This is an optimization exercise on Yosys and OpenROAD, whose aim is small area, a short achievable clock period and few clock cycles per item, not a production implementation. The RTL was checked by simulation tests, not by an equivalence proof against the original design.

Design step_detector_cadence_core, start of the top module:
module step_detector_cadence_core #(
   parameter int COUNT_WIDTH = sdc_pkg::COUNT_WIDTH_DEF
) (
   input  logic                                  clock,
   input  logic                                  reset,
   input  logic                                  csr_we,
   input  logic [sdc_pkg::CSR_IDX_W-1:0]         csr_index,
   input  logic [sdc_pkg::CSR_DATA_W-1:0]        csr_wdata,
   input  logic                                  req_valid,
   output logic                                  req_stall,
   input  logic signed [sdc_pkg::ACCEL_W-1:0]    req_accel_x,
   input  logic signed [sdc_pkg::ACCEL_W-1:0]    req_accel_y,
   input  logic signed [sdc_pkg::ACCEL_W-1:0]    req_accel_z,
   input  logic [sdc_pkg::TIME_W-1:0]            req_time_ms,
   input  logic                                  req_clear_count,
   output logic                                  rsp_valid,
   input  logic                                  rsp_stall,
   output logic                                  rsp_stepped,
   output logic [sdc_pkg::STEP_COUNT_W-1:0]      rsp_step_count,
   output logic [sdc_pkg::CAD_W-1:0]             rsp_cadence
);
make LEC_CHECK=0 ABC_CLOCK_PERIOD_IN_PS=5000 CAP_MARGIN=20 CORE_MARGIN=2 CORE_UTILIZATION=60 SETUP_SLACK_MARGIN=4.0 SLEW_MARGIN=20 finish   # period 9.0 ns
run.sh (not shown) runs the stock make flow with config.mk's settings and CLKGATE_MAP_FILE= SYNTH_SCRIPT=/design/flow/synth_recipe.tcl, a recipe that flattens the netlist after the stock synthesis.
Testbench counts at the start, summed over its fixed seeds: cycles 14,880, items 12,000.
==> next run, changes <==
Settings changed: ABC_CLOCK_PERIOD_IN_PS 5000 to 4500, CORE_UTILIZATION 60 to 40, SETUP_SLACK_MARGIN 4.0 to 4.7.
The changed run completed without violations.
Final area grows by a little under a tenth.
Worst hold slack is about the same.
Core utilization shrinks by 20 points.
Sequential cell count does not change.
Routed wire length grows by a few percent.
==> next run, changes <==
Settings changed: ABC_CLOCK_PERIOD_IN_PS 4500 to 5000, SETUP_SLACK_MARGIN 4.7 to 4.0.
Effect: Area after synthesis stays the same. Cell count decreases by 3.5%. Hold slack gets better by 0.028 ns. Fmax came out higher by 2.4%. Flip-flop and latch count is unchanged. Wire length is lower by 5.8%. Register-to-register slack improved by 0.13 ns. Non-clock buffer count came out lower by 197. Via count drops by 4.1%.
==> next run, changes <==
==> flow/flow/run.sh (new file) <==
#!/bin/bash
# Layout: the standard flow, with the port buffers made plain buffers (buf_4) instead of
# the delay-cell buffers buffer_ports picks by default. Each tool's output goes to its own log.
cp standard.sh standard_sh.log
export BUFFER_PORTS_ARGS="-buffer_cell sky130_fd_sc_hd__buf_4"
bash standard.sh > standard.log 2>&1
==> flow/standard.sh (new file) <==
#!/bin/bash
# synth_recipe.tcl (not shown) runs the flow's synth.tcl, then flattens the netlist and writes it again
# the make line also repeats each setting of config.mk as NAME=value (left out here)
make -C /OpenROAD-flow-scripts/flow DESIGN_CONFIG=/design/flow/config.mk WORK_HOME=/design/flow/orfs CLKGATE_MAP_FILE= SYNTH_SCRIPT=/design/flow/synth_recipe.tcl "${@:-finish}"
Settings changed: ABC_CLOCK_PERIOD_IN_PS 5000 to 6000.
removed: flow/run.sh
Design area went down by about 2.8%.
Utilization is lower by 1.3 points.
Maximum frequency went up by about 1.1%.
==> next run, changes <==
Settings changed: ABC_CLOCK_PERIOD_IN_PS 6000 to 5000, SETUP_SLACK_MARGIN 4.0 to 4.4.
Routed wire length went up by 5.2%.
Clock skew decreases by 0.011 ns.
Utilization is higher by 2.0 points.
Die area stays the same.
Flip-flop and latch count stays the same.
Setup slack degrades by 0.047 ns.
First-iteration DRC count came out lower by 1.1%.

step_detector_cadence_core, a different RTL version from the one above (not shown whole).
Size: about 480 flip-flops, roughly 150 I/O pins.
Settings: LEC_CHECK=0, ABC_CLOCK_PERIOD_IN_PS=5000, CAP_MARGIN=20, CORE_MARGIN=2, CORE_UTILIZATION=40, CTS_CLUSTER_DIAMETER=80, CTS_CLUSTER_SIZE=24, SETUP_SLACK_MARGIN=4.2, SLEW_MARGIN=20; clock period 9.0 ns.
standard.sh (not shown) runs the stock make flow with config.mk's settings and CLKGATE_MAP_FILE= SYNTH_SCRIPT=/design/flow/synth_recipe.tcl, a recipe that flattens the netlist after the stock synthesis.
==> flow/flow/run.sh <==
#!/bin/bash
# Layout: the standard flow, with the port buffers made plain buffers (buf_4) instead of
# the delay-cell buffers buffer_ports picks by default. Each tool's output goes to its own log.
cp standard.sh standard_sh.log
export BUFFER_PORTS_ARGS="-buffer_cell sky130_fd_sc_hd__buf_4"
bash standard.sh > standard.log 2>&1
Testbench counts at the start, summed over its fixed seeds: cycles 14,880, items 12,000.
Edit:
CTS_CLUSTER_DIAMETER = default   (was 80)
CTS_CLUSTER_SIZE = default   (was 24)
Die area does not change.
Via count hardly moves.
Wire length climbs by 0.88%.
Final area increases by 1.1%.
Edit:
CTS_CLUSTER_DIAMETER = 100   (was default)
CTS_CLUSTER_SIZE = 30   (was default)
SETUP_SLACK_MARGIN = 4.4   (was 4.2)
Result: Cell count drops by 0.53%; global-route usage fell by 0.15 points; die area does not change; synthesized cell count does not change; wire length goes down by 0.71%; first-iteration DRC count came out lower by 13%; clock skew is higher by 32 ps; fmax climbs by 2.0%; count of clock-buffer cells in the layout fell by 43.
Edit:
CTS_CLUSTER_DIAMETER = default   (was 100)
CTS_CLUSTER_SIZE = default   (was 30)
SETUP_SLACK_MARGIN = 4.0   (was 4.4)
=> The changed run produced a clean layout; worst setup slack degrades by 270 ps; wire length came out lower slightly; fmax went down by a few percent; sequential share of layout area grows by 0.48 points; global-route usage barely changes; die area does not change; cell area went down slightly.

step_detector_cadence_core, a different RTL version from the one above (not shown whole).
Size: roughly 4400 cells after synthesis, roughly 410 flip-flops, ~150 I/O pins, about 38000 sq um of cells after synthesis.
make LEC_CHECK=0 CAP_MARGIN=20 CORE_MARGIN=2 CORE_UTILIZATION=40 SLEW_MARGIN=20 finish   # period 9.0 ns
run.sh (not shown) runs the stock make flow with config.mk's settings and CLKGATE_MAP_FILE= SYNTH_SCRIPT=/design/flow/synth_recipe.tcl, a recipe that flattens the netlist after the stock synthesis.
Stock flow here: none of the scripts above is used.
Testbench counts at the start, summed over its fixed seeds: cycles 13,809, items 12,000.
Next try:
Settings changed: ABC_CLOCK_PERIOD_IN_PS from default to 6000, SETUP_SLACK_MARGIN from default to 2.5.
Outcome:
- The changed run ran to the end with no violations
- final area goes up by a few percent
- worst setup slack improves by 870 ps
- via count is higher by a few percent
- core utilization increases by 2.5 points
- register-to-register slack improves by 870 ps
- synthesized area is unchanged
- wire length grows by a few percent

separate check: timing with driven ports:
In the flow no input, the clock included, has a driving cell. The finished layouts below were timed again as built, in two steps. Step 1 sets driving cells, clkbuf_16 on the clock port and buf_2 on the other inputs (assumed; they add their load-dependent delay and slew). Step 2 also shifts input and output timing later by t, the mid clock arrival at the registers, as if the neighbouring blocks saw the same clock. Three values: no drivers, after step 1, after step 2; two values: the first two.
run | t, ns | setup WS [ns] | worst data-port slew with drivers (ns)
the first run of note 1 | 0.690 | 3.953 / 3.953 / 3.407 | 0.08
the second run of note 1 | 0.725 | 3.869 / 3.869 / 3.447 | 0.13
the third run of note 1 | 0.701 | 3.991 / 4.004 / 3.332 | 0.12
the fourth run of note 1 | 0.689 | 4.046 / 4.069 / 3.394 | 0.17
the fifth run of note 1 | 0.714 | 4.000 / 4.000 / 3.562 | 0.15
the first run of note 2 | 0.658 | 4.224 / 4.194 / 3.599 | 0.16
the second run of note 2 | 0.713 | 4.207 / 4.189 / 3.539 | 0.14
the third run of note 2 | 0.698 | 4.301 / 4.321 / 3.623 | 0.14
the fourth run of note 2 | 0.697 | 4.035 / 3.997 / 3.425 | 0.15
the first run of note 3 | 0.707 | 0.897 / 0.897 / 0.897 | 0.13
the second run of note 3 | 0.702 | 1.771 / 1.771 / 1.771 | 0.09
After both steps every run listed still meets setup and hold. The setup slack of the third run of note 2, which loses most, moves by +0.020 ns with the drivers and by -0.678 ns with both steps.
